Source: an optimization exercise on an open RTL-to-GDS flow (aim: small area and a short achievable clock period). Production flows keep margins and buffers that such runs may drop.
Where RTL was checked, it was by simulation tests only, not by an equivalence proof against the original.

## v35
==> flow/design.v (excerpt) <==
module alu_32
(
  input  logic              clk,
  input  logic              rst,
  input  logic [2:0]        ALU_OP,
  input  logic [alu_32_pkg::DATA_W-1:0] A,
  input  logic [alu_32_pkg::DATA_W-1:0] B,
  input  logic              C_I,
  output logic [alu_32_pkg::DATA_W-1:0] R,
  output logic              C_O
);
  logic bone_0;
  logic btwo_0;
  logic bneg_0;
  logic pp_0_0;
  logic pp_0_1;
  logic pp_0_2;
  logic pp_0_3;
  logic pp_0_4;
  logic pp_0_5;
  logic pp_0_6;
  logic pp_0_7;
  logic pp_0_8;
  logic pp_0_9;
  logic pp_0_10;
  logic pp_0_11;
  logic pp_0_12;
  logic pp_0_13;
  logic pp_0_14;
  logic pp_0_15;
  logic pp_0_16;
  logic pp_0_17;
  logic pp_0_18;
  logic pp_0_19;
  logic pp_0_20;
  logic pp_0_21;
  logic pp_0_22;
  logic pp_0_23;
  logic pp_0_24;
  logic pp_0_25;
  logic pp_0_26;
  logic pp_0_27;
  logic pp_0_28;
  logic pp_0_29;
  logic pp_0_30;
  logic pp_0_31;
  logic pp_0_32;
  logic bone_1;
  logic btwo_1;
  logic bneg_1;
  logic pp_1_0;
  logic pp_1_1;
  logic pp_1_2;
  logic pp_1_3;
  logic pp_1_4;
  logic pp_1_5;
  logic pp_1_6;
  logic pp_1_7;
  logic pp_1_8;
  logic pp_1_9;
  logic pp_1_10;
  logic pp_1_11;
  logic pp_1_12;
  logic pp_1_13;
  logic pp_1_14;
  logic pp_1_15;
  logic pp_1_16;
  logic pp_1_17;
  logic pp_1_18;
  logic pp_1_19;
  logic pp_1_20;
  logic pp_1_21;
  logic pp_1_22;
  logic pp_1_23;
  logic pp_1_24;
  logic pp_1_25;
  logic pp_1_26;
  logic pp_1_27;
  logic pp_1_28;
  logic pp_1_29;
  logic pp_1_30;
  logic bone_2;
  logic btwo_2;
  logic bneg_2;
  ...
Settings: LEC_CHECK=0, CAP_MARGIN=20, CORE_MARGIN=2, CORE_UTILIZATION=40, SETUP_SLACK_MARGIN=1.5, SLEW_MARGIN=20, SYNTH_HIERARCHICAL=1, SYNTH_MINIMUM_KEEP_SIZE=0; clock period 11.0 ns.
standard.sh (not shown) runs the stock make flow with config.mk's settings and CLKGATE_MAP_FILE= SYNTH_SCRIPT=/design/flow/synth_recipe.tcl, a recipe that flattens the netlist after the stock synthesis.
==> flow/flow/run.sh <==
#!/bin/bash
# Layout flow: the standard synthesis, then every combinational cell set to the
# smallest drive of its family (the layout's repair steps size up again where
# timing, slew or capacitance need it), then the standard layout steps with
# small port buffers. Each step's full output goes to a log file here.
set -euo pipefail
R=$PWD/orfs/results/$FLOW_PLATFORM/alu_32/base
LIB=$FLOW_HOME/platforms/$FLOW_PLATFORM/lib/sky130_fd_sc_hd__tt_025C_1v80.lib
EXTRA=()
[[ -f flow/extra.txt ]] && mapfile -t EXTRA < <(grep -v '^#' flow/extra.txt | grep .)
bash standard.sh "${EXTRA[@]}" "$R/1_2_yosys.v" > synth.log 2>&1
cp "$R/1_2_yosys.v" yosys_std.v
python3 flow/downsize.py "$LIB" yosys_std.v "$R/1_2_yosys.v" > downsize.log 2>&1
bash standard.sh "${EXTRA[@]}" finish > layout.log 2>&1
Other scripts of this flow, unchanged in this note and not shown: flow/flow/downsize.py, flow/flow/extra.txt
For v16, these inputs were changed with respect to v35:
--- a/flow/design.v
+++ b/flow/design.v
@@ -701,24 +701,33 @@
 module alu_32_c_nor2 (input logic a, input logic b, output logic y);
   assign y = ~(a | b);
 endmodule
 module alu_32_c_oai21 (input logic a, input logic b, input logic c, output logic y);
   assign y = ~((a | b) & c);
 endmodule
 module alu_32_c_xnor2 (input logic a, input logic b, output logic y);
   assign y = ~(a ^ b);
 endmodule
 module alu_32_c_xor2 (input logic a, input logic b, output logic y);
   assign y = a ^ b;
 endmodule
+module alu_32_mx
+(
+  input  logic s,
+  input  logic a,
+  input  logic b,
+  output logic y
+);
+  assign y = s ? a : b;
+endmodule
 module alu_32_x2
 (
   input  logic a,
   input  logic b,
   output logic y
 );
   assign y = a ^ b;
 endmodule
 module alu_32_fa
 (
   input  logic a,
   input  logic b,
@@ -1598,25 +1607,25 @@
   logic fc_206;
   logic fs_207;
   logic fc_207;
   logic fs_208;
   logic fc_208;
   logic fs_209;
   logic fc_209;
   logic hs_29;
   logic hc_29;
   logic [DATA_W-1:0] t1, t2;      
   logic [DATA_W-1:0] sufb;        
   logic              hi_pp;       
-  logic              lo_ovf;
+  logic              c_one, c_zero;
   logic              is_add, is_sub, is_mul, is_slt, inv_b;
   logic              sel_s, sel_p, sel_g, sel_n, sel_slt, sel_c, sel_ovf;
   logic [DATA_W-1:0] x, y, s, pr, gn;
   logic              ci, co, slt;
   logic [DATA_W-1:0] r_d, r_q;
   logic              c_d, c_q;
   assign bone_0 = (B[0] ^ 1'b0);
   assign btwo_0 = ((B[1] & ~B[0] & ~1'b0) | (~B[1] & B[0] & 1'b0));
   assign bneg_0 = B[1];
   assign pp_0_0 = ((bone_0 & A[0]) | (btwo_0 & 1'b0)) ^ bneg_0;
   alu_32_bsel u_bs_0_1 (.one(bone_0), .two(btwo_0), .neg(bneg_0), .a(A[1]), .am(A[0]), .pp(pp_0_1));
   alu_32_bsel u_bs_0_2 (.one(bone_0), .two(btwo_0), .neg(bneg_0), .a(A[2]), .am(A[1]), .pp(pp_0_2));
@@ -2226,25 +2235,24 @@
   alu_32_x2 u_px_29 (.a(fc_209), .b(px_28), .y(px_29));
   alu_32_x2 u_px_30 (.a(px_29), .b(hc_29), .y(px_30));
   assign t1 = {hc_28, hc_27, hc_26, hc_25, hc_24, hc_23, hc_22, hc_21, hc_20, hc_19, hc_18, hc_17, hc_16, hc_15, hc_14, hc_13, hc_12, hc_11, hc_10, hc_9, hc_8, hc_7, fs_11, hc_5, fs_5, fs_3, fs_1, fs_0, hc_0, pp_1_0, pp_0_1, bneg_0};
   assign t2 = {hs_29, hs_28, hs_27, hs_26, hs_25, hs_24, hs_23, hs_22, hs_21, hs_20, hs_19, hs_18, hs_17, hs_16, hs_15, hs_14, hs_13, hs_12, hs_11, hs_10, hs_9, hs_8, hs_7, hs_6, hs_5, hs_4, hs_3, hs_2, hs_1, hs_0, 1'b0, pp_0_0};
   always_comb begin
     sufb[DATA_W-1] = B[DATA_W-1];
     for (int k = DATA_W-2; k >= 0; k--) sufb[k] = sufb[k+1] | B[k];
   end
   always_comb begin
     hi_pp = 1'b0;
     for (int i = 1; i < DATA_W; i++) hi_pp = hi_pp | (A[i] & sufb[DATA_W-i]);
   end
-  assign lo_ovf = px_30 ^ co;
   assign is_add  = (ALU_OP == OP_ADD);
   assign is_sub  = (ALU_OP == OP_SUB);
   assign is_mul  = (ALU_OP == OP_MULT);
   assign is_slt  = (ALU_OP == OP_SLT);
   assign inv_b   = is_sub | is_slt;
   assign sel_s   = ~rst & (is_add | is_sub | is_mul);
   assign sel_p   = ~rst & ((ALU_OP == OP_XOR) | (ALU_OP == OP_OR));
   assign sel_g   = ~rst & ((ALU_OP == OP_AND) | (ALU_OP == OP_OR));
   assign sel_n   = ~rst & (ALU_OP == OP_NOR);
   assign sel_slt = ~rst & is_slt;
   assign sel_c   = ~rst & (is_add | is_sub);
   assign sel_ovf = ~rst & is_mul;
@@ -2257,20 +2265,22 @@
     .c_i   (ci),
     .sum_o (s),
     .p_o   (pr),
     .gn_o  (gn),
     .c_o   (co)
   );
   assign slt = pr[DATA_W-1] ? s[DATA_W-1] : x[DATA_W-1];
   assign r_d = ({DATA_W{sel_s}} & s)
              | ({DATA_W{sel_p}} & pr)
              | ({DATA_W{sel_g}} & ~gn)
              | ({DATA_W{sel_n}} & ~(pr | ~gn))
              | {{(DATA_W-1){1'b0}}, sel_slt & slt};
-  assign c_d = (sel_c & co) | (sel_ovf & (hi_pp | lo_ovf));
+  assign c_one  = sel_c | (sel_ovf & (hi_pp | ~px_30));
+  assign c_zero = sel_ovf & (hi_pp | px_30);
+  alu_32_mx u_cmx (.s(co), .a(c_one), .b(c_zero), .y(c_d));
   always_ff @(posedge clk) begin
     r_q <= r_d;
     c_q <= c_d;
   end
   assign R   = r_q;
   assign C_O = c_q;
 endmodule
Findings:
Changes observed in v16 relative to v35: worst setup slack shows an increase of 370 ps; critical path depth went up; overall routing resource usage shrank by 1.0 points; detail-routed net length per standard cell lower; final period utilization lower.
Function not checked in v35: the RTL went through the layout flow alone.

## re-timing with driven ports
Ports are ideal in the flow. The routed layouts listed here were re-timed in OpenROAD.
Step 1: set_driving_cell puts a clkbuf_16 on clk and a buf_2 on each other input, an assumption about the parent block.
Step 2 also shifts input and output timing later by t, the mid clock arrival at the registers, as if the neighbouring blocks saw the same clock.
Slacks: ideal / step 1 / step 2; pairs: ideal / step 1.
run	t (ns)	setup WS [ns]	worst register clock-pin slew, ns	worst data-port slew with drivers (ns)
v35	0.340	2.007 / 2.021 / 1.681	0.07 / 0.07	0.05
v16	0.321	2.378 / 2.309 / 1.988	0.06 / 0.06	0.10
After both steps every run listed still meets setup and hold. The setup slack of v16, which loses most, moves by -0.069 ns with the drivers and by -0.390 ns with both steps.
